This is an optimization exercise on Yosys and OpenROAD, whose aim is small area, not a production implementation. The RTL was checked by simulation tests, not by an equivalence proof against the original design.

==> v25 <==
==> flow/design.v <==
`default_nettype none
package kcec_pkg;
    localparam int KEY_COUNT = 16;
    localparam int TIMER_W   = 16;
    localparam int TICK_W    = 10;
    localparam int KEY_IDX_W = 4;
endpackage
`default_nettype wire
`default_nettype none
module kcec_lane (
    input  wire logic        aclk,
    input  wire logic        aresetn,
    input  wire logic        tick_accept,
    input  wire logic        pressed,
    input  wire logic [9:0]  tick_ms,
    input  wire logic [15:0] long_thresh,
    input  wire logic [15:0] dbl_window,
    input  wire logic        tick_ge_dbl,    
    output logic [1:0]       ev_code
);
    logic        down_reg;
    logic        wait_reg;
    logic [15:0] hold_reg;
    logic [15:0] since_reg;
    logic        released, long_hit, in_window, dbl_hit, start_wait, keep_wait;
    logic        expired;
    logic [15:0] addend;
    logic [16:0] sum;
    function automatic logic ge16(input logic [15:0] a, input logic [15:0] b);
        logic c;
        c = 1'b1;
        for (int i = 0; i < 16; i++)
            c = (a[i] & ~b[i]) | (c & (a[i] | ~b[i]));
        ge16 = c;
    endfunction
    function automatic logic [16:0] add16(input logic [15:0] a, input logic [9:0] b);
        logic c;
        logic [16:0] r;
        c = 1'b0;
        for (int i = 0; i < 16; i++) begin
            if (i < 10) begin
                r[i] = a[i] ^ b[i] ^ c;
                c = (a[i] & b[i]) | (c & (a[i] | b[i]));
            end else begin
                r[i] = a[i] ^ c;
                c = a[i] & c;
            end
        end
        r[16] = c;
        add16 = r;
    endfunction
    always_comb begin
        released   = down_reg && !pressed;
        long_hit   = ge16(hold_reg, long_thresh);
        in_window  = !ge16(since_reg, dbl_window);
        dbl_hit    = released && !long_hit && wait_reg && in_window;
        start_wait = released && !long_hit && !dbl_hit;
        keep_wait  = start_wait || (wait_reg && !dbl_hit);
        addend     = pressed ? hold_reg : (start_wait ? 16'd0 : since_reg);
        sum        = add16(addend, tick_ms);
        expired    = start_wait ? tick_ge_dbl : (sum[16] || ge16(sum[15:0], dbl_window));
        ev_code    = 2'b00;
        if (!pressed) begin
            if (released && long_hit)
                ev_code = 2'b01;
            else if (dbl_hit)
                ev_code = 2'b10;
            else if (keep_wait && expired && !long_hit)
                ev_code = 2'b11;
        end
    end
    always_ff @(posedge aclk) begin
        if (!aresetn) begin
            down_reg <= 1'b0;
            wait_reg <= 1'b0;
        end else if (tick_accept) begin
            down_reg <= pressed;
            if (!pressed)
                wait_reg <= keep_wait && !expired;
        end
    end
    always_ff @(posedge aclk) begin
        if (tick_accept) begin
            if (pressed)
                hold_reg <= down_reg ? (sum[16] ? 16'hFFFF : sum[15:0]) : 16'd0;
            else
                since_reg <= sum[15:0];
        end
    end
endmodule
`default_nettype wire
`default_nettype none
module kcec_merge (
    input  wire logic        aclk,
    input  wire logic        aresetn,
    input  wire logic        tick_valid,
    output logic             tick_ready,
    output logic             tick_accept,
    input  wire logic [31:0] lane_code,
    output logic             ev_valid,
    input  wire logic        ev_ready,
    output logic [3:0]       ev_key,
    output logic [1:0]       ev_kind,
    output logic             ev_last
);
    logic [31:0] code_reg;
    logic        out_valid_reg;
    logic [3:0]  out_key_reg;
    logic [1:0]  out_kind_reg;
    logic        out_last_reg;
    logic [15:0] pend, lowest, seen;
    logic [3:0]  low_idx;
    logic [1:0]  low_code;
    logic        any, last, move;
    always_comb begin
        for (int k = 0; k < 16; k++)
            pend[k] = code_reg[2*k] | code_reg[2*k+1];
        seen[0] = 1'b0;
        for (int k = 1; k < 16; k++)
            seen[k] = seen[k-1] | pend[k-1];
        lowest = pend & ~seen;
        any  = seen[15] | pend[15];
        last = 1'b1;
        for (int k = 1; k < 16; k++)
            if (seen[k] && pend[k]) last = 1'b0;
        low_idx  = 4'd0;
        low_code = 2'b00;
        for (int k = 0; k < 16; k++) begin
            if (lowest[k]) low_idx = low_idx | 4'(k);
            if (lowest[k]) low_code = low_code | code_reg[2*k +: 2];
        end
        move        = any && (!out_valid_reg || ev_ready);
        tick_ready  = last && (!any || !out_valid_reg || ev_ready);
        tick_accept = tick_valid && tick_ready;
    end
    always_ff @(posedge aclk) begin
        if (!aresetn) begin
            code_reg      <= '0;
            out_valid_reg <= 1'b0;
        end else begin
            if (tick_accept)
                code_reg <= lane_code;
            else if (move)
                for (int k = 0; k < 16; k++)
                    if (lowest[k]) code_reg[2*k +: 2] <= 2'b00;
            if (move)
                out_valid_reg <= 1'b1;
            else if (ev_ready)
                out_valid_reg <= 1'b0;
        end
    end
    always_ff @(posedge aclk) begin
        if (move) begin
            out_key_reg  <= low_idx;
            out_kind_reg <= {low_code[1] & ~low_code[0], low_code[0] & ~low_code[1]};
            out_last_reg <= last;
        end
    end
    assign ev_valid = out_valid_reg;
    assign ev_key   = out_key_reg;
    assign ev_kind  = out_kind_reg;
    assign ev_last  = out_last_reg;
endmodule
`default_nettype wire
`default_nettype none
module key_click_event_classifier (
    input  wire logic        aclk,
    input  wire logic        aresetn,
    input  wire logic        s_tvalid,
    output logic             s_tready,
    input  wire logic [15:0] s_tdata,    
    output logic             m_tvalid,
    input  wire logic        m_tready,
    output logic [7:0]       m_tdata,    
    output logic             m_tlast,    
    input  wire logic        cfg_valid,
    output logic             cfg_ready,
    input  wire logic [1:0]  cfg_index,
    input  wire logic [15:0] cfg_data
);
    logic [9:0]  tick_ms_reg;
    logic [15:0] long_press_reg;
    logic [15:0] double_click_reg;
    logic        tick_ge_dbl;
    logic [31:0] lane_code;
    logic        tick_accept;
    logic [3:0]  ev_key;
    logic [1:0]  ev_kind;
    assign cfg_ready = 1'b1;
    always_ff @(posedge aclk) begin
        if (!aresetn) begin
            tick_ms_reg      <= 10'd10;
            long_press_reg   <= 16'd1000;
            double_click_reg <= 16'd300;
        end else if (cfg_valid) begin
            case (cfg_index)
                2'd0: tick_ms_reg      <= cfg_data[9:0];
                2'd1: long_press_reg   <= cfg_data;
                2'd2: double_click_reg <= cfg_data;
                default: ;
            endcase
        end
    end
    assign tick_ge_dbl = {6'd0, tick_ms_reg} >= double_click_reg;
    for (genvar k = 0; k < 16; k++) begin : g_lane
        kcec_lane u_lane (
            .aclk        (aclk),
            .aresetn     (aresetn),
            .tick_accept (tick_accept),
            .pressed     (s_tdata[k]),
            .tick_ms     (tick_ms_reg),
            .long_thresh (long_press_reg),
            .dbl_window  (double_click_reg),
            .tick_ge_dbl (tick_ge_dbl),
            .ev_code     (lane_code[2*k +: 2])
        );
    end
    kcec_merge u_merge (
        .aclk        (aclk),
        .aresetn     (aresetn),
        .tick_valid  (s_tvalid),
        .tick_ready  (s_tready),
        .tick_accept (tick_accept),
        .lane_code   (lane_code),
        .ev_valid    (m_tvalid),
        .ev_ready    (m_tready),
        .ev_key      (ev_key),
        .ev_kind     (ev_kind),
        .ev_last     (m_tlast)
    );
    assign m_tdata = {2'b00, ev_kind, ev_key};
endmodule
`default_nettype wire
==> flow/run.sh <==
#!/bin/bash
# synth_recipe.tcl (not shown) runs the flow's synth.tcl, then flattens the netlist and writes it again
# the make line also repeats each setting of config.mk as NAME=value (left out here)
make -C /OpenROAD-flow-scripts/flow DESIGN_CONFIG=/design/flow/config.mk WORK_HOME=/design/flow/orfs CLKGATE_MAP_FILE= SYNTH_SCRIPT=/design/flow/synth_recipe.tcl finish
==> flow/config.mk <==
export PLATFORM = sky130hd
export DESIGN_NAME = key_click_event_classifier
export DESIGN_NICKNAME = key_click_event_classifier
export VERILOG_FILES = /design/flow/design.v
export SDC_FILE = /design/flow/constraint.sdc
export NUM_CORES = 4
export LEC_CHECK = 0
export CAP_MARGIN = 20
export CORE_MARGIN = 2
export CORE_UTILIZATION = 55
export CTS_BUF_LIST = sky130_fd_sc_hd__clkbuf_4 sky130_fd_sc_hd__clkbuf_8
export CTS_CLUSTER_SIZE = 30
export SLEW_MARGIN = 20
==> flow/constraint.sdc <==
create_clock -name core_clock -period 10.0 [get_ports {aclk}]
set_input_delay 2.0000 -clock core_clock [delete_from_list [all_inputs] [get_ports {aclk}]]
set_output_delay 2.0000 -clock core_clock [all_outputs]
set_load 0.01 [all_outputs]
==> inputs of v1, as changes to v25 <==
- CORE_UTILIZATION: 55 -> 40
- CTS_BUF_LIST: sky130_fd_sc_hd__clkbuf_4 sky130_fd_sc_hd__clkbuf_8 -> unset
- CTS_CLUSTER_SIZE: 30 -> unset
==> flow_metrics.tcl <==
set metrics [dict create \
    status "timing/DRC/antenna clean" \
    taps 1040 \
    setup_slack_ns 0.519 \
    via_per_inst 6.86 \
    path_max_fanout 11 \
    hold_depth 1 \
    min_period_ns 9.48 \
    post-route-period-util 0.948 \
    slowest_delay_ns 0.75 \
    fp.coreArea_sq_um 77600 \
]
Source of the figures above: v25

==> flow_metrics.tcl <==
set metrics [dict create \
    post-route-period-util 0.963 \
    fp.coreArea_sq_um 107000 \
    taps 1403 \
    status "timing/DRC/antenna clean" \
    path_max_fanout 16 \
    min_period_ns 9.63 \
    via_per_inst 6.53 \
    slowest_delay_ns 0.66 \
]
Source of the figures above: v1

==> separate check: timing with driven ports <==
The flow's constraints put no driver on any port. The routed layouts listed below were extracted and timed again, unchanged, in two steps.
Step 1, drivers: a clkbuf_16 drives aclk and a buf_2 each remaining input, both assumed.
Step 2 adds t to the input delays and takes it off the output delays; t is the mean of the earliest and latest rising clock arrival at the registers after step 1. Input paths then give back, and output paths get back, about the clock's delay inside the block.
Three values: ideal ports, drivers, drivers and shift; two values: the first two.
| run | shift t [ns] | setup WS [ns] | clock arrival spread, ns | worst slew at a driven data input, ns |
|---|---|---|---|---|
| v25 | 0.820 | 0.519 / 0.519 / 0.160 | 0.037 / 0.037 | 0.05 |
| v1 | 0.719 | 0.369 / 0.369 / 0.140 | 0.025 / 0.026 | 0.04 |
After both steps setup and hold are still met in every run listed. The setup slack of v25, which loses most, moves by 0.000 ns with the drivers and by -0.359 ns with both steps.
